From an optimization exercise on the open Yosys and OpenROAD flow, aimed at small area, a short achievable clock period and few clock cycles per item; shortcuts taken in it are not production practice. At most, simulation tests tie the RTL to the original design; equivalence was not proved. Only the layout flow was run in run 1; the RTL was not checked for function there. No activity file was given, so power comes from the tool's default toggle rates.

==> flow/design.v <==
module mac_tree (input logic [15:0] x, input logic [15:0] m, input logic [15:0] c, input logic cin, output logic [31:0] rows);
    wire bn1 = m[1];
    wire bo2 = m[0] ^ 1'b0;
    wire bt3 = (m[1] & ~m[0] & ~1'b0) | (~m[1] & m[0] & 1'b0);
    wire pp4 = (((x[0] & bo2) | (1'b0 & bt3)) ^ bn1);
    wire pp5 = (((x[1] & bo2) | (x[0] & bt3)) ^ bn1);
    wire pp6 = (((x[2] & bo2) | (x[1] & bt3)) ^ bn1);
    wire pp7 = (((x[3] & bo2) | (x[2] & bt3)) ^ bn1);
    wire pp8 = (((x[4] & bo2) | (x[3] & bt3)) ^ bn1);
    wire pp9 = (((x[5] & bo2) | (x[4] & bt3)) ^ bn1);
    wire pp10 = (((x[6] & bo2) | (x[5] & bt3)) ^ bn1);
    wire pp11 = (((x[7] & bo2) | (x[6] & bt3)) ^ bn1);
    wire pp12 = (((x[8] & bo2) | (x[7] & bt3)) ^ bn1);
    wire pp13 = (((x[9] & bo2) | (x[8] & bt3)) ^ bn1);
    wire pp14 = (((x[10] & bo2) | (x[9] & bt3)) ^ bn1);
    wire pp15 = (((x[11] & bo2) | (x[10] & bt3)) ^ bn1);
    wire pp16 = (((x[12] & bo2) | (x[11] & bt3)) ^ bn1);
    wire pp17 = (((x[13] & bo2) | (x[12] & bt3)) ^ bn1);
    wire pp18 = (((x[14] & bo2) | (x[13] & bt3)) ^ bn1);
    wire pp19 = (((x[15] & bo2) | (x[14] & bt3)) ^ bn1);
    wire bn20 = m[3];
    wire bo21 = m[2] ^ m[1];
    wire bt22 = (m[3] & ~m[2] & ~m[1]) | (~m[3] & m[2] & m[1]);
    wire pp23 = (((x[0] & bo21) | (1'b0 & bt22)) ^ bn20);
    wire pp24 = (((x[1] & bo21) | (x[0] & bt22)) ^ bn20);
    wire pp25 = (((x[2] & bo21) | (x[1] & bt22)) ^ bn20);
    wire pp26 = (((x[3] & bo21) | (x[2] & bt22)) ^ bn20);
    wire pp27 = (((x[4] & bo21) | (x[3] & bt22)) ^ bn20);
    wire pp28 = (((x[5] & bo21) | (x[4] & bt22)) ^ bn20);
    wire pp29 = (((x[6] & bo21) | (x[5] & bt22)) ^ bn20);
    wire pp30 = (((x[7] & bo21) | (x[6] & bt22)) ^ bn20);
    wire pp31 = (((x[8] & bo21) | (x[7] & bt22)) ^ bn20);
    wire pp32 = (((x[9] & bo21) | (x[8] & bt22)) ^ bn20);
    wire pp33 = (((x[10] & bo21) | (x[9] & bt22)) ^ bn20);
    wire pp34 = (((x[11] & bo21) | (x[10] & bt22)) ^ bn20);
    wire pp35 = (((x[12] & bo21) | (x[11] & bt22)) ^ bn20);
    wire pp36 = (((x[13] & bo21) | (x[12] & bt22)) ^ bn20);
    wire bn37 = m[5];
    wire bo38 = m[4] ^ m[3];
    wire bt39 = (m[5] & ~m[4] & ~m[3]) | (~m[5] & m[4] & m[3]);
    wire pp40 = (((x[0] & bo38) | (1'b0 & bt39)) ^ bn37);
    wire pp41 = (((x[1] & bo38) | (x[0] & bt39)) ^ bn37);
    wire pp42 = (((x[2] & bo38) | (x[1] & bt39)) ^ bn37);
    wire pp43 = (((x[3] & bo38) | (x[2] & bt39)) ^ bn37);
    wire pp44 = (((x[4] & bo38) | (x[3] & bt39)) ^ bn37);
    wire pp45 = (((x[5] & bo38) | (x[4] & bt39)) ^ bn37);
    wire pp46 = (((x[6] & bo38) | (x[5] & bt39)) ^ bn37);
    wire pp47 = (((x[7] & bo38) | (x[6] & bt39)) ^ bn37);
    wire pp48 = (((x[8] & bo38) | (x[7] & bt39)) ^ bn37);
    wire pp49 = (((x[9] & bo38) | (x[8] & bt39)) ^ bn37);
    wire pp50 = (((x[10] & bo38) | (x[9] & bt39)) ^ bn37);
    wire pp51 = (((x[11] & bo38) | (x[10] & bt39)) ^ bn37);
    wire bn52 = m[7];
    wire bo53 = m[6] ^ m[5];
    wire bt54 = (m[7] & ~m[6] & ~m[5]) | (~m[7] & m[6] & m[5]);
    wire pp55 = (((x[0] & bo53) | (1'b0 & bt54)) ^ bn52);
    wire pp56 = (((x[1] & bo53) | (x[0] & bt54)) ^ bn52);
    wire pp57 = (((x[2] & bo53) | (x[1] & bt54)) ^ bn52);
    wire pp58 = (((x[3] & bo53) | (x[2] & bt54)) ^ bn52);
    wire pp59 = (((x[4] & bo53) | (x[3] & bt54)) ^ bn52);
    wire pp60 = (((x[5] & bo53) | (x[4] & bt54)) ^ bn52);
    wire pp61 = (((x[6] & bo53) | (x[5] & bt54)) ^ bn52);
    wire pp62 = (((x[7] & bo53) | (x[6] & bt54)) ^ bn52);
    wire pp63 = (((x[8] & bo53) | (x[7] & bt54)) ^ bn52);
    wire pp64 = (((x[9] & bo53) | (x[8] & bt54)) ^ bn52);
    wire bn65 = m[9];
    wire bo66 = m[8] ^ m[7];
    wire bt67 = (m[9] & ~m[8] & ~m[7]) | (~m[9] & m[8] & m[7]);
    wire pp68 = (((x[0] & bo66) | (1'b0 & bt67)) ^ bn65);
    wire pp69 = (((x[1] & bo66) | (x[0] & bt67)) ^ bn65);
    wire pp70 = (((x[2] & bo66) | (x[1] & bt67)) ^ bn65);
    wire pp71 = (((x[3] & bo66) | (x[2] & bt67)) ^ bn65);
    wire pp72 = (((x[4] & bo66) | (x[3] & bt67)) ^ bn65);
    wire pp73 = (((x[5] & bo66) | (x[4] & bt67)) ^ bn65);
    wire pp74 = (((x[6] & bo66) | (x[5] & bt67)) ^ bn65);
    wire pp75 = (((x[7] & bo66) | (x[6] & bt67)) ^ bn65);
    wire bn76 = m[11];
    wire bo77 = m[10] ^ m[9];
    wire bt78 = (m[11] & ~m[10] & ~m[9]) | (~m[11] & m[10] & m[9]);
    wire pp79 = (((x[0] & bo77) | (1'b0 & bt78)) ^ bn76);
    wire pp80 = (((x[1] & bo77) | (x[0] & bt78)) ^ bn76);
    wire pp81 = (((x[2] & bo77) | (x[1] & bt78)) ^ bn76);
    wire pp82 = (((x[3] & bo77) | (x[2] & bt78)) ^ bn76);
    wire pp83 = (((x[4] & bo77) | (x[3] & bt78)) ^ bn76);
    wire pp84 = (((x[5] & bo77) | (x[4] & bt78)) ^ bn76);
    wire bn85 = m[13];
    wire bo86 = m[12] ^ m[11];
    wire bt87 = (m[13] & ~m[12] & ~m[11]) | (~m[13] & m[12] & m[11]);
    wire pp88 = (((x[0] & bo86) | (1'b0 & bt87)) ^ bn85);
    wire pp89 = (((x[1] & bo86) | (x[0] & bt87)) ^ bn85);
    wire pp90 = (((x[2] & bo86) | (x[1] & bt87)) ^ bn85);
    wire pp91 = (((x[3] & bo86) | (x[2] & bt87)) ^ bn85);
    wire bn92 = m[15];
    wire bo93 = m[14] ^ m[13];
    wire bt94 = (m[15] & ~m[14] & ~m[13]) | (~m[15] & m[14] & m[13]);
    wire pp95 = (((x[0] & bo93) | (1'b0 & bt94)) ^ bn92);
    wire pp96 = (((x[1] & bo93) | (x[0] & bt94)) ^ bn92);
    wire s97 = pp18 ^ pp35;
    wire k98 = pp18 & pp35;
    wire s99 = pp19 ^ pp36;
    wire k100 = pp19 & pp36;
    wire s101 = pp12 ^ pp29;
    wire k102 = pp12 & pp29;
    wire s103 = pp13 ^ pp30;
    wire k104 = pp13 & pp30;
    wire s105 = pp14 ^ pp31 ^ pp46;
    wire k106 = (pp14 & pp31) | (pp14 & pp46) | (pp31 & pp46);
    wire s107 = pp59 ^ pp70;
    wire k108 = pp59 & pp70;
    wire s109 = pp15 ^ pp32 ^ pp47;
    wire k110 = (pp15 & pp32) | (pp15 & pp47) | (pp32 & pp47);
    wire s111 = pp60 ^ pp71;
    wire k112 = pp60 & pp71;
    wire s113 = pp16 ^ pp33 ^ pp48;
    wire k114 = (pp16 & pp33) | (pp16 & pp48) | (pp33 & pp48);
    wire s115 = pp61 ^ pp72 ^ pp81;
    wire k116 = (pp61 & pp72) | (pp61 & pp81) | (pp72 & pp81);
    wire s117 = pp88 ^ bn85;
    wire k118 = pp88 & bn85;
    wire s119 = pp17 ^ pp34 ^ pp49;
    wire k120 = (pp17 & pp34) | (pp17 & pp49) | (pp34 & pp49);
    wire s121 = pp62 ^ pp73 ^ pp82;
    wire k122 = (pp62 & pp73) | (pp62 & pp82) | (pp73 & pp82);
    wire s123 = pp89 ^ c[13];
    wire k124 = pp89 & c[13];
    wire s125 = pp50 ^ pp63 ^ pp74;
    wire k126 = (pp50 & pp63) | (pp50 & pp74) | (pp63 & pp74);
    wire s127 = pp83 ^ pp90 ^ pp95;
    wire k128 = (pp83 & pp90) | (pp83 & pp95) | (pp90 & pp95);
    wire s129 = bn92 ^ c[14] ^ s97;
    wire k130 = (bn92 & c[14]) | (bn92 & s97) | (c[14] & s97);
    wire s131 = pp51 ^ pp64 ^ pp75;
    wire k132 = (pp51 & pp64) | (pp51 & pp75) | (pp64 & pp75);
    wire s133 = pp84 ^ pp91 ^ pp96;
    wire k134 = (pp84 & pp91) | (pp84 & pp96) | (pp91 & pp96);
    wire s135 = c[15] ^ s99 ^ k98;
    wire k136 = (c[15] & s99) | (c[15] & k98) | (s99 & k98);
    wire s137 = pp8 ^ pp25;
    wire k138 = pp8 & pp25;
    wire s139 = pp9 ^ pp26;
    wire k140 = pp9 & pp26;
    wire s141 = pp10 ^ pp27 ^ pp42;
    wire k142 = (pp10 & pp27) | (pp10 & pp42) | (pp27 & pp42);
    wire s143 = pp55 ^ bn52;
    wire k144 = pp55 & bn52;
    wire s145 = pp11 ^ pp28 ^ pp43;
    wire k146 = (pp11 & pp28) | (pp11 & pp43) | (pp28 & pp43);
    wire s147 = pp56 ^ c[7];
    wire k148 = pp56 & c[7];
    wire s149 = pp44 ^ pp57 ^ pp68;
    wire k150 = (pp44 & pp57) | (pp44 & pp68) | (pp57 & pp68);
    wire s151 = bn65 ^ c[8] ^ s101;
    wire k152 = (bn65 & c[8]) | (bn65 & s101) | (c[8] & s101);
    wire s153 = pp45 ^ pp58 ^ pp69;
    wire k154 = (pp45 & pp58) | (pp45 & pp69) | (pp58 & pp69);
    wire s155 = c[9] ^ s103 ^ k102;
    wire k156 = (c[9] & s103) | (c[9] & k102) | (s103 & k102);
    wire s157 = pp79 ^ bn76 ^ c[10];
    wire k158 = (pp79 & bn76) | (pp79 & c[10]) | (bn76 & c[10]);
    wire s159 = s105 ^ s107 ^ k104;
    wire k160 = (s105 & s107) | (s105 & k104) | (s107 & k104);
    wire s161 = pp80 ^ c[11] ^ s109;
    wire k162 = (pp80 & c[11]) | (pp80 & s109) | (c[11] & s109);
    wire s163 = s111 ^ k106 ^ k108;
    wire k164 = (s111 & k106) | (s111 & k108) | (k106 & k108);
    wire s165 = c[12] ^ s113 ^ s115;
    wire k166 = (c[12] & s113) | (c[12] & s115) | (s113 & s115);
    wire s167 = s117 ^ k110 ^ k112;
    wire k168 = (s117 & k110) | (s117 & k112) | (k110 & k112);
    wire s169 = s119 ^ s121 ^ s123;
    wire k170 = (s119 & s121) | (s119 & s123) | (s121 & s123);
    wire s171 = k114 ^ k116 ^ k118;
    wire k172 = (k114 & k116) | (k114 & k118) | (k116 & k118);
    wire s173 = s125 ^ s127 ^ s129;
    wire k174 = (s125 & s127) | (s125 & s129) | (s127 & s129);
    wire s175 = k120 ^ k122 ^ k124;
    wire k176 = (k120 & k122) | (k120 & k124) | (k122 & k124);
    wire s177 = s131 ^ s133 ^ s135;
    wire k178 = (s131 & s133) | (s131 & s135) | (s133 & s135);
    wire s179 = k126 ^ k128 ^ k130;
    wire k180 = (k126 & k128) | (k126 & k130) | (k128 & k130);
    wire s181 = pp4 ^ bn1;
    wire k182 = pp4 & bn1;
    wire s183 = pp6 ^ pp23;
    wire k184 = pp6 & pp23;
    wire s185 = pp7 ^ pp24;
    wire k186 = pp7 & pp24;
    wire s187 = pp40 ^ bn37 ^ c[4];
    wire k188 = (pp40 & bn37) | (pp40 & c[4]) | (bn37 & c[4]);
    wire s189 = pp41 ^ c[5] ^ s139;
    wire k190 = (pp41 & c[5]) | (pp41 & s139) | (c[5] & s139);
    wire s191 = c[6] ^ s141 ^ s143;
    wire k192 = (c[6] & s141) | (c[6] & s143) | (s141 & s143);
    wire s193 = s145 ^ s147 ^ k142;
    wire k194 = (s145 & s147) | (s145 & k142) | (s147 & k142);
    wire s195 = s149 ^ s151 ^ k146;
    wire k196 = (s149 & s151) | (s149 & k146) | (s151 & k146);
    wire s197 = s153 ^ s155 ^ k150;
    wire k198 = (s153 & s155) | (s153 & k150) | (s155 & k150);
    wire s199 = s157 ^ s159 ^ k154;
    wire k200 = (s157 & s159) | (s157 & k154) | (s159 & k154);
    wire s201 = s161 ^ s163 ^ k158;
    wire k202 = (s161 & s163) | (s161 & k158) | (s163 & k158);
    wire s203 = s165 ^ s167 ^ k162;
    wire k204 = (s165 & s167) | (s165 & k162) | (s167 & k162);
    wire s205 = s169 ^ s171 ^ k166;
    wire k206 = (s169 & s171) | (s169 & k166) | (s171 & k166);
    wire s207 = s173 ^ s175 ^ k170;
    wire k208 = (s173 & s175) | (s173 & k170) | (s175 & k170);
    wire s209 = s177 ^ s179 ^ k174;
    wire k210 = (s177 & s179) | (s177 & k174) | (s179 & k174);
    wire s211 = c[0] ^ cin;
    wire k212 = c[0] & cin;
    wire s213 = pp5 ^ c[1] ^ k182;
    wire k214 = (pp5 & c[1]) | (pp5 & k182) | (c[1] & k182);
    wire s215 = bn20 ^ c[2] ^ s183;
    wire k216 = (bn20 & c[2]) | (bn20 & s183) | (c[2] & s183);
    wire s217 = c[3] ^ s185 ^ k184;
    wire k218 = (c[3] & s185) | (c[3] & k184) | (s185 & k184);
    wire s219 = s137 ^ s187 ^ k186;
    wire k220 = (s137 & s187) | (s137 & k186) | (s187 & k186);
    wire s221 = k138 ^ s189 ^ k188;
    wire k222 = (k138 & s189) | (k138 & k188) | (s189 & k188);
    wire s223 = k140 ^ s191 ^ k190;
    wire k224 = (k140 & s191) | (k140 & k190) | (s191 & k190);
    wire s225 = k144 ^ s193 ^ k192;
    wire k226 = (k144 & s193) | (k144 & k192) | (s193 & k192);
    wire s227 = k148 ^ s195 ^ k194;
    wire k228 = (k148 & s195) | (k148 & k194) | (s195 & k194);
    wire s229 = k152 ^ s197 ^ k196;
    wire k230 = (k152 & s197) | (k152 & k196) | (s197 & k196);
    wire s231 = k156 ^ s199 ^ k198;
    wire k232 = (k156 & s199) | (k156 & k198) | (s199 & k198);
    wire s233 = k160 ^ s201 ^ k200;
    wire k234 = (k160 & s201) | (k160 & k200) | (s201 & k200);
    wire s235 = k164 ^ s203 ^ k202;
    wire k236 = (k164 & s203) | (k164 & k202) | (s203 & k202);
    wire s237 = k168 ^ s205 ^ k204;
    wire k238 = (k168 & s205) | (k168 & k204) | (s205 & k204);
    wire s239 = k172 ^ s207 ^ k206;
    wire k240 = (k172 & s207) | (k172 & k206) | (s207 & k206);
    wire s241 = k176 ^ s209 ^ k208;
    wire k242 = (k176 & s209) | (k176 & k208) | (s209 & k208);
    assign rows[15:0] = {s241, s239, s237, s235, s233, s231, s229, s227, s225, s223, s221, s219, s217, s215, s213, s181};
    assign rows[31:16] = {k240, k238, k236, k234, k232, k230, k228, k226, k224, k222, k220, k218, k216, k214, k212, s211};
endmodule
`timescale 1ns/1ns
module compute_core (
    input  logic         clk,
    input  logic         reset,
    input  logic         start,
    input  logic [15:0]  block_id,
    input  logic [7:0]   base_address,
    input  logic [2:0]   num_warps,
    input  logic [3:0]   imem_ready,
    input  logic [127:0] imem_data,
    output logic [3:0]   imem_req_valid,
    output logic [31:0]  imem_req_addr,
    input  logic         dmem_ready,
    output logic         dmem_store_valid,
    output logic [1:0]   dmem_store_warp,
    output logic [31:0]  dmem_store_addr,
    output logic [63:0]  dmem_store_data,
    output logic         done
);
    logic        run;         
    logic        fin;         
    logic        fresh;       
    logic        done_q;
    logic [1:0]  cw;          
    logic [1:0]  lastw;       
    logic [2:0]  nw_q;
    logic [15:0] bid_q;
    logic [7:0]  base_q;
    logic [7:0]  pc;
    logic        go;          
    assign go = start && !run && !fin && !done_q;
    logic        ir_v;        
    logic        ir_alu;      
    logic        ir_st;       
    logic        ir_first;    
    logic        ir_u1, ir_u2;   
    logic        ir_mul, ir_sub, ir_m1, ir_cb, ir_ci;
    logic [1:0]  ir_w;
    logic [3:0]  ir_rd, ir_rs1, ir_rs2;
    logic [15:0] ir_imm;
    logic        ex1_alu, ex1_st;
    logic        ex1_mul, ex1_sub, ex1_m1, ex1_cb, ex1_ci;
    logic [1:0]  ex1_w;
    logic [3:0]  ex1_rd;
    logic [15:0] ex1_imm;
    logic [63:0] ex1_a, ex1_b;
    logic        ex2_alu;
    logic [1:0]  ex2_w;
    logic [3:0]  ex2_rd;
    logic [127:0] ex2_rows;   
    logic [63:0] res;
    logic [13*64-1:0] regs;
    logic [12:0]      wr_q;
    logic st_stall, dep, hold;
    assign st_stall = ex1_st && !dmem_ready;
    assign dep = ir_v && ex1_alu && (ex1_w == ir_w) &&
                 ((ir_u1 && ex1_rd == ir_rs1) || (ir_u2 && ex1_rd == ir_rs2));
    assign hold = st_stall || dep;
    logic [1:0]  nw1;
    logic        has_next;
    logic [31:0] fword, nword, iword;
    logic        fvalid, nvalid, accept, f_halt, n_take, ivalid;
    logic [3:0]  iop;
    assign nw1      = cw + 2'd1;
    assign has_next = (cw != lastw);
    assign fword    = imem_data[cw*32 +: 32];
    assign nword    = imem_data[nw1*32 +: 32];
    assign fvalid   = run && imem_ready[cw];
    assign nvalid   = run && has_next && imem_ready[nw1] && (nword[31:28] != 4'hf);
    assign accept   = fvalid && !hold;
    assign f_halt   = (fword[31:28] == 4'hf);
    assign n_take   = f_halt && nvalid;
    assign iword    = f_halt ? nword : fword;
    assign ivalid   = accept && (!f_halt || nvalid);
    assign iop      = iword[31:28];
    always_comb begin
        for (int k = 0; k < 4; k++) begin
            imem_req_valid[k] = run && ((cw == 2'(k)) || (has_next && nw1 == 2'(k)));
            imem_req_addr[k*8 +: 8] = (cw == 2'(k)) ? pc : base_q;
        end
    end
    always_ff @(posedge clk) begin
        if (reset) begin
            run <= 1'b0;
            fin <= 1'b0;
            done_q <= 1'b0;
            ir_v <= 1'b0;
            ir_alu <= 1'b0;
            ir_st <= 1'b0;
        end else if (go) begin
            run <= (num_warps != 3'd0);
            done_q <= (num_warps == 3'd0);
            fresh <= 1'b1;
            cw <= '0;
            pc <= base_address;
            base_q <= base_address;
            nw_q <= num_warps;
            bid_q <= block_id;
            lastw <= (num_warps >= 3'd4) ? 2'd3 : 2'(num_warps - 3'd1);
            ir_v <= 1'b0;
            ir_alu <= 1'b0;
            ir_st <= 1'b0;
        end else begin
            if (fin && !ir_v && !st_stall) done_q <= 1'b1;
            if (!hold) begin
                ir_v <= ivalid;
                ir_alu <= ivalid && (iop >= 4'h1 && iop <= 4'h5) && (iword[27:24] < 4'd13);
                ir_st <= ivalid && (iop == 4'h6);
                if (accept) begin
                    if (f_halt) begin
                        if (!has_next) begin
                            run <= 1'b0;
                            fin <= 1'b1;
                        end else begin
                            cw <= nw1;
                            pc <= n_take ? base_q + 8'd1 : base_q;
                            fresh <= !n_take;
                        end
                    end else begin
                        pc <= pc + 8'd1;
                        fresh <= 1'b0;
                    end
                end
            end
        end
    end
    always_ff @(posedge clk) begin
        if (!hold && ivalid) begin
            ir_first <= f_halt || fresh;
            ir_w <= f_halt ? nw1 : cw;
            ir_u1 <= (iop >= 4'h1 && iop <= 4'h4) || (iop == 4'h6);
            ir_u2 <= (iop >= 4'h1 && iop <= 4'h3) || (iop == 4'h6);
            ir_mul <= (iop == 4'h3);
            ir_sub <= (iop == 4'h2);
            ir_m1 <= (iop == 4'h1) || (iop == 4'h2) || (iop == 4'h4);
            ir_cb <= (iop == 4'h1) || (iop == 4'h2);
            ir_ci <= (iop == 4'h4) || (iop == 4'h5);
            ir_rd <= iword[27:24];
            ir_rs1 <= iword[23:20];
            ir_rs2 <= iword[19:16];
            ir_imm <= iword[15:0];
        end
    end
    assign done = done_q;
    logic [12:0] rmask;
    logic [63:0] a, b;
    logic        fwd1, fwd2;
    assign rmask = ir_first ? 13'd0 : wr_q;
    assign fwd1 = ex2_alu && (ex2_w == ir_w) && (ex2_rd == ir_rs1);
    assign fwd2 = ex2_alu && (ex2_w == ir_w) && (ex2_rd == ir_rs2);
    function automatic logic [63:0] rd_port(input logic [3:0] idx, input logic [13*64-1:0] r,
                                            input logic [12:0] m, input logic [1:0] w,
                                            input logic [15:0] bid, input logic [2:0] nw,
                                            input logic fwd, input logic [63:0] fv);
        logic [63:0] v;
        v = '0;
        case (idx)
            4'd15: for (int l = 0; l < 4; l++) v[l*16 +: 16] = {12'd0, w, 2'(l)};
            4'd14: v = {4{bid}};
            4'd13: for (int l = 0; l < 4; l++) v[l*16 +: 16] = {11'd0, nw, 2'd0};
            default: if (fwd) v = fv; else if (m[idx]) v = r[idx*64 +: 64];
        endcase
        rd_port = v;
    endfunction
    assign a = rd_port(ir_rs1, regs, rmask, ir_w, bid_q, nw_q, fwd1, res);
    assign b = rd_port(ir_rs2, regs, rmask, ir_w, bid_q, nw_q, fwd2, res);
    always_ff @(posedge clk) begin
        if (reset || go) begin
            ex1_alu <= 1'b0;
            ex1_st <= 1'b0;
        end else if (!st_stall) begin
            ex1_alu <= ir_alu && !dep;
            ex1_st <= ir_st && !dep;
        end
    end
    always_ff @(posedge clk) begin
        if (!st_stall) begin
            ex1_w <= ir_w;
            ex1_b <= b;
            ex1_imm[7:0] <= ir_imm[7:0];
            for (int l = 0; l < 4; l++) ex1_a[l*16 +: 8] <= a[l*16 +: 8];
        end
    end
    always_ff @(posedge clk) begin
        ex1_mul <= ir_mul;
        ex1_sub <= ir_sub;
        ex1_m1 <= ir_m1;
        ex1_cb <= ir_cb;
        ex1_ci <= ir_ci;
        ex1_rd <= ir_rd;
        ex1_imm[15:8] <= ir_imm[15:8];
        for (int l = 0; l < 4; l++) ex1_a[l*16 + 8 +: 8] <= a[l*16 + 8 +: 8];
    end
    always_ff @(posedge clk) begin
        if (!hold && ir_v && ir_first) begin
            wr_q <= '0;
        end else if (ex2_alu && ex2_w == ir_w) begin
            wr_q[ex2_rd] <= 1'b1;
        end
    end
    for (genvar l = 0; l < 4; l++) begin : g_lane
        logic [15:0] y, m, c;
        logic [31:0] rows;
        assign y = ex1_b[l*16 +: 16];
        assign m = ex1_mul ? y : {15'd0, ex1_m1};
        assign c = ex1_cb ? (ex1_sub ? ~y : y) : (ex1_ci ? ex1_imm : 16'd0);
        mac_tree u_tree (.x(ex1_a[l*16 +: 16]), .m(m), .c(c), .cin(ex1_sub), .rows(rows));
        always_ff @(posedge clk) ex2_rows[l*32 +: 32] <= rows;
        assign res[l*16 +: 16] = ex2_rows[l*32 +: 16] + ex2_rows[l*32 + 16 +: 16];
    end
    always_ff @(posedge clk) begin
        if (reset || go) ex2_alu <= 1'b0;
        else ex2_alu <= ex1_alu;
        ex2_w <= ex1_w;
        ex2_rd <= ex1_rd;
    end
    always_ff @(posedge clk) begin
        for (int r = 0; r < 13; r++) begin
            if (ex2_alu && ex2_rd == 4'(r)) regs[r*64 +: 64] <= res;
        end
    end
    assign dmem_store_valid = ex1_st;
    assign dmem_store_warp = ex1_w;
    always_comb begin
        for (int l = 0; l < 4; l++) begin
            dmem_store_addr[l*8 +: 8] = ex1_a[l*16 +: 8] + ex1_imm[7:0];
            dmem_store_data[l*16 +: 16] = ex1_b[l*16 +: 16];
        end
    end
endmodule
==> flow/flow/run.sh <==
#!/bin/bash
# The standard layout (the standard.sh, unchanged synthesis), with the
# setup repair aimed at a shorter period than the SDC's: each repair_timing
# call works until every path has this much slack left at the SDC's period.
export SETUP_SLACK_MARGIN=8.5
cp standard.sh standard_sh.log
bash standard.sh > standard.log 2>&1
==> flow/standard.sh <==
#!/bin/bash
# synth_recipe.tcl (not shown) runs the flow's synth.tcl, then flattens the netlist and writes it again
# the make line also repeats each setting of config.mk as NAME=value (left out here)
make -C /OpenROAD-flow-scripts/flow DESIGN_CONFIG=/design/flow/config.mk WORK_HOME=/design/flow/orfs CLKGATE_MAP_FILE= SYNTH_SCRIPT=/design/flow/synth_recipe.tcl "${@:-finish}"
==> flow/config.mk <==
export PLATFORM = sky130hd
export DESIGN_NAME = compute_core
export DESIGN_NICKNAME = compute_core
export VERILOG_FILES = /design/flow/design.v
export SDC_FILE = /design/flow/constraint.sdc
export NUM_CORES = 4
export LEC_CHECK = 0
export CAP_MARGIN = 20
export CELL_PAD_IN_SITES_DETAIL_PLACEMENT = 1
export CELL_PAD_IN_SITES_GLOBAL_PLACEMENT = 2
export CORE_MARGIN = 2
export CORE_UTILIZATION = 25
export PLACE_DENSITY = 0.5
export SLEW_MARGIN = 20
==> flow/constraint.sdc <==
create_clock -name core_clock -period 13.0 [get_ports {clk}]
set_input_delay 2.6000 -clock core_clock [delete_from_list [all_inputs] [get_ports {clk}]]
set_output_delay 2.6000 -clock core_clock [all_outputs]
set_load 0.01 [all_outputs]
==> results of run 1 <==
-- flip-flops by register name, indices dropped and copies added (netlist names), 2 cells and up --
name	flops
base_q	8
bid_q	16
cw	2
ex1_a	64
ex1_b	64
ex1_imm	16
ex1_rd	4
ex1_w	2
ex2_rd	4
ex2_rows	128
ex2_w	2
ir_imm	16
ir_rd	4
ir_rs1	4
ir_rs2	4
ir_w	2
lastw	2
nw_q	3
pc	8
regs	832
wr_q	13
-- synthesized netlist by cell type (165+ instances only) --
master,instances
clkbuf_1,361
xnor2_1,207
fa_1,200
o21ai_0,368
nand2_1,461
nor2_1,336
edfxtp_1,1016
a22oi_1,169
a21oi_1,420
mux4_2,443
nor2b_1,165
inv_1,309
dfxtp_1,205
-- critical path, delay by kind of cell (launching register included) --
family                     cells  cell delay (ns)
AOI/OAI and AO/OA              4             0.51
adders and majority gates      1             0.39
buffers and inverters          6             0.76
xor gates and xnor gates       1             0.18
DFF                            1             0.46
-- cell type report --
class | count | area (um2)
fillers | 31917 | 206300
multi-input cells | 4146 | 37950
flip-flops and latches | 1221 | 34630
repair buffers | 719 | 7557
well taps | 3939 | 4928
clock buffers | 196 | 4131
inverters | 311 | 1220
clock inverters | 80 | 765.7
diodes | 14 | 35.03
-- path summary, 6_finish.rpt --
check                           startpoint  cells after the start  slack (ns)             endpoint
worst min register to register      ir_mul                      0        0.32              ex1_mul
worst min-delay path                ir_mul                      0        0.32              ex1_mul
worst max register to register   ir_rs2[3]                     10        8.56            ex1_b[24]
worst max-delay path            ex1_imm[1]                     12        7.28  dmem_store_addr[30]
-- layer usage --
| metal | up-vias | GRT usage | part of all wire |
|---|---|---|---|
| met5 | - | 0 | 0 |
| met4 | 0 | 0.06563 | 0.030 |
| met3 | 332 | 0.02198 | 0.043 |
| met2 | 1540 | 0.3636 | 0.47 |
| met1 | 30166 | 0.3132 | 0.46 |
| li1 | 24263 | - | - |
-- power groups by stage --
stage	logic, W	clock network, W	registers [W]
after detailed placement	0.00505	0	0.00564
after global placement	0.00499	0	0.00564
final	0.00538	0.00423	0.00553
after CTS	0.00533	0.00433	0.00553
after floorplan	0.00274	0	0.00552
after global routing	0.00581	0.00447	0.00555
-- what timing repair did --
item                                   CTS  global route
buffers inserted                       128            44
pin swaps                               55            36
setup endpoints to repair              287           134
endpoints found under the hold margin    0             0
gates cloned                            18             0
gates resized for setup                682            94
-- cells by family after synthesis --
group / count (synthesis)
AOI/OAI and AO/OA: 1638
xor gates and xnor gates: 307
adders and majority gates: 399
buffers and inverters: 849
DFF: 1221
muxes: 556
and+or+nand+nor: 1246
-- cells in the final DEF, fill, tap and decap left out, drive strengths merged, types with 28 or more instances in the layout --
cell type         n
clkdlybuf4s50   166
o21ai           371
a221oi          140
a21oi           420
nor2b           165
and2             57
dlygate4sd2      58
buf             470
mux2i            50
ha              160
xor2             94
a211oi           67
maj3             39
nand3            39
clkinv           67
edfxtp         1016
nand2b           45
a221o            63
a222oi           28
nor2            337
a22o             31
nor3             47
a22oi           169
clkbuf          198
mux2             63
a21o            100
xnor2           207
mux4            443
fa              200
a31oi            67
dfxtp           205
nand2           461
inv             305
-- stage by stage --
step / util / cell area (um2) / setup WS [ns] / hold WS (ns)
final: 0.3065 / 91210 / 7.276 / 0.3230
after global routing: 0.3065 / 91180 / 7.202 / 0.3315
after CTS: 0.3041 / 90490 / 7.213 / 0.3197
after detailed placement: 0.2784 / 82850 / 6.845 / 0.3276
after global placement: 0.2783 / 82810 / 6.912 / 0.3294
after floorplan: - / 75060 / 7.678 / 0.3233
==> results.cfg, run 1 <==
[power]
p_int_w = 0.009562
ir_worst_vdd_uv = 104.7
p_comb_frac = 0.355
p_sw_w = 0.005577
pwr-share-clk = 0.280
p_per_area_nw_per_um2 = 166.0
switching_share = 0.3684
finalPower_w = 0.01514
power_frac_seq = 0.365
p_leak_nw = 32.60

[sta]
clock-skew-final_ns = 0.04729
fin_crit_sh = 0.4403
min_period_ns = 5.724
tns_ns = 0
setup_viol = 0
rsz0062_at_grt = yes
slew_viol_final = 0
max_slew_margin = 0.2548
worst_pin_slew_ns = 1.112
fmax_ghz = 0.1747
hold_violations = 0

[layout]
synthToLayoutAreaGrowth_pct = 21.79
fin_cells = 10626
final_nets = 7072
drive_above_1_share = 0.2100

[synth]
yosys_warnings = 1
ys_ff_latch = 1221
synth-compound-area-share = 0.1441
synth.avg_cell_area_um2 = 12.05
synth_top_family_by_area = multiplexers
syn-cell-area_um2 = 74890
synthAdderAreaFrac = 0.08541
synthMuxAreaShare = 0.1494
yosys.area_share.simple = 0.07702
synth_seq_area_share = 0.4622
synth_ff_type = edfxtp_1
yosys.area.top_type_share = 0.4074
synth.area.top_cells = edfxtp_1 (41%), mux4_2 (13%), dfxtp_1 (5.5%), fa_1 (5.3%), a21oi_1 (2.8%)
synthXorXnorAreaFrac = 0.03701
async_flop_share = 0
syn_nets = 6739
ys_types = 77
synth_edf_count = 1016
synth.largest_area_cell = edfxtp_1
syn_inst = 6216

[global_route]
grt_pass1_vias = 58219
grt_max_degree = 89
grt_pass1_wl_um = 477200
grt_antenna_before_repair = 20
track_usage = 0.2231
grt_remaining_overflow = 0

[detailed_routing]
route.detailed.drc = 0
wl_per_cell_um = 32.49
drtIter0Drc = 5174
drt_wl_total_um = 345200
route.vias.total = 56301
via_per_inst = 5.298
ant_nets = 0
firstDrtPassIters = 6

[clock_tree]
htreeDepth = 4
cts_buffers = 150
ctsHoldBuffers = 0
cts.clk_slew.worst_paths_ns = 0.07
clock_latency_ns = 0.83
clock-sinks = 1221
cts_buffer_depth = 3
cts-root-buf = clkbuf_16
cts_tree = yes

[critical_path]
worstPathCellList = buf_12 > clkinvlp_4 > buf_8 > buf_4 > fa_2 > inv_2 > a21oi_4 > o21bai_4 > a21o_1 > a21oi_2 > xnor2_1 > buf_2
critical_path_class = flip-flop to output port
cp_slowest_stage_delay_ns = 0.46
start_kind = flip-flop
cp-end-kind = output port
crit_required_ns = 10.40
cp.arrival_ns = 3.12
crit_fanout = 4
critPathSlowestCell = edfxtp_1

[die]
die-area_um2 = 304000
initial_core_util = 0.2517
io-pin-count = 299
dieHeight_um = 551.3
coreArea_um2 = 297500
num_rows = 200
fp.dieW_um = 551.3

[place]
dp_hpwl_um = 229700
placed_cells_incl_taps = 10146
gp_congestion = 0.8178
numPortBuffers = 298

[status]
status = no timing/DRC/antenna violations

[min_path]
min-delay-path-class = flip-flop to flip-flop

[run]
drv_cap = 0
==> run 2: changes to the inputs <==
--- a/flow/design.v
+++ b/flow/design.v
@@ -1,3 +1,3 @@
-module mac_tree (input logic [15:0] x, input logic [15:0] m, input logic [15:0] c, input logic cin, output logic [31:0] rows);
+module mac_tree (input logic [15:0] x, input logic [15:0] m, input logic [15:0] c, input logic cin, output logic [47:0] rows);
     wire bn1 = m[1];
     wire bo2 = m[0] ^ 1'b0;
@@ -210,38 +210,7 @@
     wire s209 = s177 ^ s179 ^ k174;
     wire k210 = (s177 & s179) | (s177 & k174) | (s179 & k174);
-    wire s211 = c[0] ^ cin;
-    wire k212 = c[0] & cin;
-    wire s213 = pp5 ^ c[1] ^ k182;
-    wire k214 = (pp5 & c[1]) | (pp5 & k182) | (c[1] & k182);
-    wire s215 = bn20 ^ c[2] ^ s183;
-    wire k216 = (bn20 & c[2]) | (bn20 & s183) | (c[2] & s183);
-    wire s217 = c[3] ^ s185 ^ k184;
-    wire k218 = (c[3] & s185) | (c[3] & k184) | (s185 & k184);
-    wire s219 = s137 ^ s187 ^ k186;
-    wire k220 = (s137 & s187) | (s137 & k186) | (s187 & k186);
-    wire s221 = k138 ^ s189 ^ k188;
-    wire k222 = (k138 & s189) | (k138 & k188) | (s189 & k188);
-    wire s223 = k140 ^ s191 ^ k190;
-    wire k224 = (k140 & s191) | (k140 & k190) | (s191 & k190);
-    wire s225 = k144 ^ s193 ^ k192;
-    wire k226 = (k144 & s193) | (k144 & k192) | (s193 & k192);
-    wire s227 = k148 ^ s195 ^ k194;
-    wire k228 = (k148 & s195) | (k148 & k194) | (s195 & k194);
-    wire s229 = k152 ^ s197 ^ k196;
-    wire k230 = (k152 & s197) | (k152 & k196) | (s197 & k196);
-    wire s231 = k156 ^ s199 ^ k198;
-    wire k232 = (k156 & s199) | (k156 & k198) | (s199 & k198);
-    wire s233 = k160 ^ s201 ^ k200;
-    wire k234 = (k160 & s201) | (k160 & k200) | (s201 & k200);
-    wire s235 = k164 ^ s203 ^ k202;
-    wire k236 = (k164 & s203) | (k164 & k202) | (s203 & k202);
-    wire s237 = k168 ^ s205 ^ k204;
-    wire k238 = (k168 & s205) | (k168 & k204) | (s205 & k204);
-    wire s239 = k172 ^ s207 ^ k206;
-    wire k240 = (k172 & s207) | (k172 & k206) | (s207 & k206);
-    wire s241 = k176 ^ s209 ^ k208;
-    wire k242 = (k176 & s209) | (k176 & k208) | (s209 & k208);
-    assign rows[15:0] = {s241, s239, s237, s235, s233, s231, s229, s227, s225, s223, s221, s219, s217, s215, s213, s181};
-    assign rows[31:16] = {k240, k238, k236, k234, k232, k230, k228, k226, k224, k222, k220, k218, k216, k214, k212, s211};
+    assign rows[15:0] = {k176, k172, k168, k164, k160, k156, k152, k148, k144, k140, k138, s137, c[3], bn20, pp5, c[0]};
+    assign rows[31:16] = {s209, s207, s205, s203, s201, s199, s197, s195, s193, s191, s189, s187, s185, c[2], c[1], cin};
+    assign rows[47:32] = {k208, k206, k204, k202, k200, k198, k196, k194, k192, k190, k188, k186, k184, s183, k182, s181};
 endmodule
 `timescale 1ns/1ns
@@ -274,6 +243,10 @@
     logic [7:0]  base_q;
     logic [7:0]  pc;
+    logic        idle;        
     logic        go;          
-    assign go = start && !run && !fin && !done_q;
+    logic [3:0]  rv;          
+    logic [31:0] ra;          
+    assign idle = !run && !fin && !done_q;
+    assign go = start && idle;
     logic        ir_v;        
     logic        ir_alu;      
@@ -291,8 +264,9 @@
     logic [15:0] ex1_imm;
     logic [63:0] ex1_a, ex1_b;
+    logic [31:0] ex1_sa;      
     logic        ex2_alu;
     logic [1:0]  ex2_w;
     logic [3:0]  ex2_rd;
-    logic [127:0] ex2_rows;   
+    logic [191:0] ex2_rows;   
     logic [63:0] res;
     logic [13*64-1:0] regs;
@@ -320,10 +294,40 @@
     assign ivalid   = accept && (!f_halt || nvalid);
     assign iop      = iword[31:28];
+    logic        run_n, has_next_n;
+    logic [1:0]  cw_n;
+    logic [7:0]  pc_n;
     always_comb begin
-        for (int k = 0; k < 4; k++) begin
-            imem_req_valid[k] = run && ((cw == 2'(k)) || (has_next && nw1 == 2'(k)));
-            imem_req_addr[k*8 +: 8] = (cw == 2'(k)) ? pc : base_q;
+        run_n = run;
+        cw_n = cw;
+        pc_n = pc;
+        if (accept) begin
+            if (f_halt) begin
+                if (!has_next) begin
+                    run_n = 1'b0;
+                end else begin
+                    cw_n = nw1;
+                    pc_n = n_take ? base_q + 8'd1 : base_q;
+                end
+            end else begin
+                pc_n = pc + 8'd1;
+            end
+        end
+        has_next_n = (cw_n != lastw);
+    end
+    always_ff @(posedge clk) begin
+        if (reset) begin
+            rv <= '0;
+        end else if (go) begin
+            rv <= {2'b0, num_warps >= 3'd2, num_warps != 3'd0};
+            ra <= {4{base_address}};
+        end else begin
+            for (int k = 0; k < 4; k++) begin
+                rv[k] <= run_n && ((cw_n == 2'(k)) || (has_next_n && cw_n + 2'd1 == 2'(k)));
+                ra[k*8 +: 8] <= (cw_n == 2'(k)) ? pc_n : base_q;
+            end
         end
     end
+    assign imem_req_valid = rv;
+    assign imem_req_addr = ra;
     always_ff @(posedge clk) begin
         if (reset) begin
@@ -340,8 +344,4 @@
             cw <= '0;
             pc <= base_address;
-            base_q <= base_address;
-            nw_q <= num_warps;
-            bid_q <= block_id;
-            lastw <= (num_warps >= 3'd4) ? 2'd3 : 2'(num_warps - 3'd1);
             ir_v <= 1'b0;
             ir_alu <= 1'b0;
@@ -353,16 +353,12 @@
                 ir_alu <= ivalid && (iop >= 4'h1 && iop <= 4'h5) && (iword[27:24] < 4'd13);
                 ir_st <= ivalid && (iop == 4'h6);
+                run <= run_n;
+                cw <= cw_n;
+                pc <= pc_n;
                 if (accept) begin
                     if (f_halt) begin
-                        if (!has_next) begin
-                            run <= 1'b0;
-                            fin <= 1'b1;
-                        end else begin
-                            cw <= nw1;
-                            pc <= n_take ? base_q + 8'd1 : base_q;
-                            fresh <= !n_take;
-                        end
+                        if (!has_next) fin <= 1'b1;
+                        else fresh <= !n_take;
                     end else begin
-                        pc <= pc + 8'd1;
                         fresh <= 1'b0;
                     end
@@ -372,7 +368,19 @@
     end
     always_ff @(posedge clk) begin
+        if (idle) begin
+            base_q <= base_address;
+            nw_q <= num_warps;
+            bid_q <= block_id;
+            lastw <= (num_warps >= 3'd4) ? 2'd3 : 2'(num_warps - 3'd1);
+        end
+    end
+    always_ff @(posedge clk) begin
         if (!hold && ivalid) begin
             ir_first <= f_halt || fresh;
             ir_w <= f_halt ? nw1 : cw;
+        end
+    end
+    always_ff @(posedge clk) begin
+        if (!hold) begin
             ir_u1 <= (iop >= 4'h1 && iop <= 4'h4) || (iop == 4'h6);
             ir_u2 <= (iop >= 4'h1 && iop <= 4'h3) || (iop == 4'h6);
@@ -424,6 +432,5 @@
             ex1_w <= ir_w;
             ex1_b <= b;
-            ex1_imm[7:0] <= ir_imm[7:0];
-            for (int l = 0; l < 4; l++) ex1_a[l*16 +: 8] <= a[l*16 +: 8];
+            for (int l = 0; l < 4; l++) ex1_sa[l*8 +: 8] <= a[l*16 +: 8] + ir_imm[7:0];
         end
     end
@@ -435,6 +442,6 @@
         ex1_ci <= ir_ci;
         ex1_rd <= ir_rd;
-        ex1_imm[15:8] <= ir_imm[15:8];
-        for (int l = 0; l < 4; l++) ex1_a[l*16 + 8 +: 8] <= a[l*16 + 8 +: 8];
+        ex1_imm <= ir_imm;
+        ex1_a <= a;
     end
     always_ff @(posedge clk) begin
@@ -447,11 +454,11 @@
     for (genvar l = 0; l < 4; l++) begin : g_lane
         logic [15:0] y, m, c;
-        logic [31:0] rows;
+        logic [47:0] rows;
         assign y = ex1_b[l*16 +: 16];
         assign m = ex1_mul ? y : {15'd0, ex1_m1};
         assign c = ex1_cb ? (ex1_sub ? ~y : y) : (ex1_ci ? ex1_imm : 16'd0);
         mac_tree u_tree (.x(ex1_a[l*16 +: 16]), .m(m), .c(c), .cin(ex1_sub), .rows(rows));
-        always_ff @(posedge clk) ex2_rows[l*32 +: 32] <= rows;
-        assign res[l*16 +: 16] = ex2_rows[l*32 +: 16] + ex2_rows[l*32 + 16 +: 16];
+        always_ff @(posedge clk) ex2_rows[l*48 +: 48] <= rows;
+        assign res[l*16 +: 16] = ex2_rows[l*48 +: 16] + ex2_rows[l*48 + 16 +: 16] + ex2_rows[l*48 + 32 +: 16];
     end
     always_ff @(posedge clk) begin
@@ -470,5 +477,5 @@
     always_comb begin
         for (int l = 0; l < 4; l++) begin
-            dmem_store_addr[l*8 +: 8] = ex1_a[l*16 +: 8] + ex1_imm[7:0];
+            dmem_store_addr[l*8 +: 8] = ex1_sa[l*8 +: 8];
             dmem_store_data[l*16 +: 16] = ex1_b[l*16 +: 16];
         end
==> flow/flow/run.sh (replaced) <==
#!/bin/bash
# The standard layout (the standard.sh, unchanged synthesis), with the
# setup repair aimed at a shorter period than the SDC's: each repair_timing
# call works until every path has this much slack left at the SDC's period.
export SETUP_SLACK_MARGIN=8.7
cp standard.sh standard_sh.log
bash standard.sh > standard.log 2>&1
--- a/flow/config.mk
+++ b/flow/config.mk
@@ -10,5 +10,5 @@
 export CELL_PAD_IN_SITES_GLOBAL_PLACEMENT = 2
 export CORE_MARGIN = 2
-export CORE_UTILIZATION = 25
-export PLACE_DENSITY = 0.5
+export CORE_UTILIZATION = 50
+export PLACE_DENSITY = 0.65
 export SLEW_MARGIN = 20
==> run 2 against run 1 <==
  * Largest cell class unchanged
  * Routed wire length decreased by 6.2%
  * Global-route usage grew 18 points
  * Clock power up 3%
  * Critical path depth decreased by 3
  * Critical endpoint is now ex1_b[50]
  * Power increased by 15%
  * Combinational power grew 33%
  * Clock skew up 0.012 ns
==> results.cfg, run 2 <==
[die]
coreArea_um2 = 155700
dieHeight_um = 399.2
num_rows = 145
fp.dieW_um = 399.2
die-area_um2 = 159400
initial_core_util = 0.5017
io-pin-count = 299

[layout]
final_nets = 7258
post-route-cell-area_um2 = 92150
largest_reg_flops = 832
synthToLayoutAreaGrowth_pct = 18.00
layout_commonest_cell = edfxtp_1
drive_above_1_share = 0.1808
top_register = regs
fin_cells = 8932
top_regs = regs x832, ex2_rows x189
final_cell_mix = edfxtp_1 (1,040), nand2_1 (489), a21oi_1 (485)

[run]
drv_cap = 0

[clock_tree]
clock-sinks = 1350
cts_tree = yes
cts-root-buf = clkbuf_16
clock_latency_ns = 0.82
htreeDepth = 4
cts_buffer_depth = 3
cts.clk_slew.worst_paths_ns = 0.06
cts_buffers = 151

[power]
p_per_area_nw_per_um2 = 188.8
ir_worst_vdd_uv = 146.9
finalPower_w = 0.01740
p_leak_nw = 33.93

[critical_path]
r2r_start = ir_rs2[1]
worstReg2RegEnd = ex1_b[50]
start_kind = flip-flop
cp.arrival_ns = 4.86
cp_slowest_stage_delay_ns = 0.60
path_depth = 9
critPathSlowestCell = o21ai_0
cp-end-kind = flip-flop
crit_path_start = ir_rs2[1]
rr_worst_depth = 9
worstPathCellList = buf_6 > nor3_2 > buf_4 > a221oi_1 > a2111oi_4 > buf_4 > buf_6 > a32oi_1 > o21ai_0
worst-r2r-setup-slack_ns = 8.64
path_buf_inv = 4
critical_path_class = flip-flop to flip-flop
crit_end = ex1_b[50]
crit_required_ns = 13.50
critical-path-top-delay-family = buffers and inverters
crit_fanout = 39

[sta]
hold_violations = 0
tns_ns = 0
worst_pin_slew_ns = 1.272
clock-skew-final_ns = 0.05901
slew_viol_final = 0
rsz0062_at_grt = yes
fin_crit_sh = 0.3351
setup_viol = 0
min_period_ns = 4.357
fmax_ghz = 0.2295
max_slew_margin = 0.1480

[synth]
synth.area.top_cells = edfxtp_1 (40%), mux4_2 (12%), dfxtp_1 (7.9%), fa_1 (5.2%), a21oi_1 (3.2%)
syn_nets = 6977
syn_inst = 6459
ys_ff_latch = 1350
synth_seq_area_share = 0.4794
yosys_warnings = 1
async_flop_share = 0
syn-cell-area_um2 = 78100
yosys.area.top_type_share = 0.3999
yosysMostFrequentCell = edfxtp_1
synth_edf_count = 1040
synth.largest_area_cell = edfxtp_1
synth_common_cells = edfxtp_1 (1,040), nand2_1 (503), a21oi_1 (493)
ys_types = 83
synth_ff_type = edfxtp_1
synth.avg_cell_area_um2 = 12.09

[place]
gp_congestion = 0.8938
dp_hpwl_um = 200900
numPortBuffers = 298
placed_cells_incl_taps = 8425
postPlaceCellArea_um2 = 83440

[detailed_routing]
drt_wl_total_um = 323800
route.vias.total = 61981
wl_per_cell_um = 36.25
route.detailed.drc = 0
firstDrtPassIters = 10
ant_nets = 0
via_per_inst = 6.939
drtIter0Drc = 8866

[global_route]
grt_max_degree = 109
track_usage = 0.4002
grt_pass1_vias = 61977
grt_antenna_before_repair = 25
grt_remaining_overflow = 0
grt_pass1_wl_um = 455100

[min_path]
min-delay-path-class = flip-flop to flip-flop

[status]
status = no timing/DRC/antenna violations
-- run 2: cell types whose count changed in the layout (fill, tap and decap cells not counted), sizes merged, moves of 58 or more --
| cell | previous run | this run |
|---|---|---|
| nand3 | 39 | 126 |
| mux2i | 50 | 108 |
| mux2 | 63 | 3 |
| dfxtp | 205 | 310 |
| inv | 305 | 192 |
| nor2 | 337 | 258 |
| buf | 470 | 371 |
| a21oi | 420 | 493 |
-- run 2: power by group --
group / switching, W / internal, W / total (W)
Clock: 0.00193 / 0.00244 / 0.00437
Sequential: 0.000442 / 0.00545 / 0.00589
Combinational: 0.00448 / 0.00266 / 0.00714
Total: 0.00685 / 0.0105 / 0.0174
-- run 2: layer usage --
metal | up-vias | GRT usage | wire (um)
li1 | 25346 | - | -
met1 | 31971 | 0.5396 | 121700
met2 | 3848 | 0.6083 | 146800
met3 | 800 | 0.09497 | 36490
met4 | 16 | 0.2001 | 18650
met5 | - | 0 | 144
-- run 2: area by class of cell --
class	instances	area [um2]
timing repair buffer	707	7659
antenna	4	10.01
tap	2058	2575
clock inverter	81	904.6
clock buffer	202	4164
fill	15322	63510
sequential	1350	37450
inverter	196	779.5
timing repair inverter	2	10.01
multi-input combinational	4332	38600
-- run 2: worst min-delay path by stage --
stage,cells after the start,start,slack (ns),to
floorplan,0,ir_cb,0.32,ex1_cb
global placement,0,ir_mul,0.32,ex1_mul
detailed placement,0,ir_mul,0.34,ex1_mul
CTS,0,ir_mul,0.35,ex1_mul
global route,0,ir_mul,0.36,ex1_mul
finish,0,ir_mul,0.35,ex1_mul
-- run 2: stage by stage --
stage | util | hold slack (ns) | worst slack, ns
after floorplan | - | 0.3233 | 7.140
after global placement | 0.5359 | 0.3246 | 7.190
after detailed placement | 0.5360 | 0.3361 | 7.062
after CTS | 0.5873 | 0.3503 | 8.674
after global routing | 0.5919 | 0.3580 | 8.527
final | 0.5920 | 0.3484 | 8.643
-- run 2: what timing repair did --
action / 4_1_cts / 5_1_grt
hold buffers: 0 / 0
cloned: 40 / 8
buffers inserted: 134 / 38
endpoints found under the setup margin: 376 / 123
pin swaps: 20 / 16
gates resized for setup: 393 / 92
-- run 2: cell families (layout without fill, tap and decap cells) --
| logic type | after synthesis | in the layout | synth area share |
|---|---|---|---|
| AO/OA/AOI/OAI | 1685 | 1685 | 0.1441 |
| AND/OR/NAND/NOR | 1354 | 1355 | 0.08205 |
| flip-flops | 1350 | 1350 | 0.4794 |
| buffers and inverters | 778 | 1188 | 0.03779 |
| multiplexers | 518 | 518 | 0.1316 |
| adder cells (fa/ha/maj) | 451 | 451 | 0.08879 |
| XOR/XNOR | 323 | 323 | 0.03622 |
| other | 0 | 4 | 0 |
Testbench counts of run 2, summed over its fixed seeds: cycles 19,173, kernels 192.
==> run 3: changes to the inputs <==
--- a/flow/config.mk
+++ b/flow/config.mk
@@ -10,5 +10,5 @@
 export CELL_PAD_IN_SITES_GLOBAL_PLACEMENT = 2
 export CORE_MARGIN = 2
-export CORE_UTILIZATION = 50
-export PLACE_DENSITY = 0.65
+export CORE_UTILIZATION = 25
+export PLACE_DENSITY = 0.5
 export SLEW_MARGIN = 20
==> run 3 against run 2 <==
  * Power rose by 4.4%
  * Worst setup slack improved by 0.075 ns
  * Sequential share of layout area fell by 1.6 points
==> results.cfg, run 3 <==
[sta]
worst_pin_slew_ns = 1.196
rsz0062_at_grt = yes
fin_crit_sh = 0.3294
clock-skew-final_ns = 0.06176
setup_viol = 0
hold_violations = 0
min_period_ns = 4.282
max_slew_margin = 0.2029
slew_viol_final = 0
tns_ns = 0
fmax_ghz = 0.2336

[layout]
top_register = regs
synthToLayoutAreaGrowth_pct = 22.92
final_nets = 7340
final_util = 0.3083
largest_reg_flops = 832
drive_above_1_share = 0.1984
final_cell_mix = edfxtp_1 (1,040), nand2_1 (495), a21oi_1 (478)
top_regs = regs x832, ex2_rows x189
layout_commonest_cell = edfxtp_1

[status]
status = no timing/DRC/antenna violations

[clock_tree]
clock_latency_ns = 0.87
cts_buffers = 171
cts.clk_slew.worst_paths_ns = 0.06
htreeDepth = 4
ctsHoldBuffers = 0
clock-sinks = 1350
cts_tree = yes
cts-root-buf = clkbuf_16
cts_buffer_depth = 4

[critical_path]
critPathSlowestCell = edfxtp_1
cp.arrival_ns = 1.68
worstReg2RegEnd = ex1_sa[15]
crit_required_ns = 10.40
worst-r2r-setup-slack_ns = 8.73
start_kind = flip-flop
rr_worst_depth = 17
cp-end-kind = output port
path_buf_inv = 3
path_depth = 3
critical-path-top-delay-family = buffers and inverters
critical_path_class = flip-flop to output port
worstPathCellList = buf_12 > buf_16 > buf_6
crit_end = dmem_store_data[51]
r2r_start = ir_rs1[3]
cp_slowest_stage_delay_ns = 0.41
crit_fanout = 2
crit_path_start = ex1_b[51]

[synth]
synth_seq_area_share = 0.4794
syn-cell-area_um2 = 78100
ys_ff_latch = 1350
synth.avg_cell_area_um2 = 12.09
yosysMostFrequentCell = edfxtp_1
yosys_warnings = 1
syn_inst = 6459
yosys.area.top_type_share = 0.3999
synth_ff_type = edfxtp_1
ys_types = 83
syn_nets = 6977
async_flop_share = 0
synth.area.top_cells = edfxtp_1 (40%), mux4_2 (12%), dfxtp_1 (7.9%), fa_1 (5.2%), a21oi_1 (3.2%)
synth_edf_count = 1040
synth_common_cells = edfxtp_1 (1,040), nand2_1 (503), a21oi_1 (493)
synth.largest_area_cell = edfxtp_1

[place]
dp_hpwl_um = 233700
gp_congestion = 0.8057
numPortBuffers = 298

[detailed_routing]
firstDrtPassIters = 9
route.detailed.drc = 0
ant_nets = 0
met2_length_um = 173500
wl_met3_um = 19310
route.vias.total = 60002
wl_per_cell_um = 33.43
drtIter0Drc = 5948
top_layer = met5
drt_wl_total_um = 371500
via_per_inst = 5.399
wl_met1_um = 168000

[die]
dieHeight_um = 562.9
num_rows = 205
coreArea_um2 = 311400
io-pin-count = 299
die-area_um2 = 316900
initial_core_util = 0.2508
fp.dieW_um = 562.9

[run]
drv_cap = 0

[global_route]
track_usage = 0.2285
grt_antenna_before_repair = 37
grt_max_degree = 79
grt_pass1_vias = 61784
grt_pass1_wl_um = 512500
grt_remaining_overflow = 0

[power]
p_per_area_nw_per_um2 = 189.2
ir_worst_vdd_uv = 95.94
p_leak_nw = 34.53

[min_path]
min-delay-path-class = flip-flop to flip-flop
-- run 3: cell counts after synthesis --
No cell type changed its count.
-- run 3: power breakdown --
group | switching [W] | internal (W)
sequential | 0.000449 | 0.00545
clock | 0.00199 | 0.00279
combinational | 0.00469 | 0.00279
total | 0.00713 | 0.0110
-- run 3: cell type report --
type	instances	area [um2]
Inverter	196	770.7
Tap cell	4140	5180
Multi-Input combinational cell	4333	38710
Clock buffer	224	4594
Clock inverter	84	849.6
Fill cell	33655	215400
Antenna cell	16	40.04
Timing Repair Buffer	770	8393
Sequential cell	1350	37450
-- run 3: per-layer routing --
| layer | global-route usage | vias up |
|---|---|---|
| met5 | 0 | - |
| met3 | 0.02757 | 432 |
| li1 | - | 25551 |
| met4 | 0.05425 | 6 |
| met2 | 0.3734 | 1918 |
| met1 | 0.3211 | 32095 |
-- run 3: worst min-delay path by stage --
stage                        start         to  slack, ns  depth (start not counted)
after floorplan              ir_cb     ex1_cb       0.32                          0
after detailed placement  ir_rd[3]  ex1_rd[3]       0.33                          0
final                     ir_rd[1]  ex1_rd[1]       0.35                          0
after global routing      ir_rd[1]  ex1_rd[1]       0.36                          0
after global placement    ir_rd[1]  ex1_rd[1]       0.34                          0
after CTS                 ir_rd[1]  ex1_rd[1]       0.35                          0
-- run 3: worst register-to-register path, delay by kind of cell (launching register included) --
family                   cells  cell delay, ns
AO/OA/AOI/OAI                8            1.56
XOR/XNOR                     2            0.31
adder cells (fa/ha/maj)      1            0.28
buffers and inverters        4            0.98
flip-flops                   1            0.46
AND/OR/NAND/NOR              2            0.39
-- run 3: through the flow --
stage                     hold slack, ns  total power, W  area, um2  std cells  setup slack (ns)
final                             0.3453         0.01816      95990      11113             8.718
after global routing              0.3629         0.01896      95980      11106             8.523
after CTS                         0.3486         0.01818      95240      11061             8.577
after detailed placement          0.3320         0.01262      86360      10547             6.512
after global placement            0.3379         0.01257      86360      10547             6.684
after floorplan                   0.3233        0.009596      78410       6459             7.140
-- run 3: cell families (layout without fill, tap and decap cells) --
group / after synthesis / count (layout) / synth area share
XOR/XNOR: 323 / 323 / 0.03622
multiplexers: 518 / 518 / 0.1316
AND/OR/NAND/NOR: 1354 / 1356 / 0.08205
flip-flops: 1350 / 1350 / 0.4794
buffers and inverters: 778 / 1274 / 0.03779
other: 0 / 16 / 0
AO/OA/AOI/OAI: 1685 / 1685 / 0.1441
adder cells (fa/ha/maj): 451 / 451 / 0.08879
-- run 3: repair_timing --
action | in CTS | in global routing
gates cloned | 50 | 6
resized for setup | 597 | 89
pin swaps | 19 | 23
setup endpoints to repair | 470 | 78
buffers inserted | 156 | 30

==> port drivers added, routing unchanged <==
Ports are ideal in the flow. The routed layouts listed here were re-timed in OpenROAD.
Step 1 (the two cells are an assumption about what drives the block):
set clk [get_ports {clk}]
set_driving_cell -lib_cell sky130_fd_sc_hd__clkbuf_16 $clk
set_driving_cell -lib_cell sky130_fd_sc_hd__buf_2 [delete_from_list [all_inputs] $clk]
Step 2 times the ports against the registers' clock, not the clock port: input delays grow and output delays shrink by t, the midpoint of the rising clock arrivals with the driver on.
a / b / c = ideal ports / drivers / drivers and shift; a / b = the first two.
| run | shift t [ns] | setup slack, ns | worst register clock-pin slew, ns |
|---|---|---|---|
| run 1 | 0.898 | 7.276 / 7.184 / 7.802 | 0.07 / 0.07 |
| run 2 | 0.877 | 8.643 / 8.596 / 7.860 | 0.07 / 0.07 |
| run 3 | 0.956 | 8.718 / 8.606 / 7.876 | 0.06 / 0.06 |
After both steps setup and hold are still met in every run listed. For run 3, which loses most, drivers alone change the setup slack by -0.112 ns; drivers and shift together by -0.842 ns.
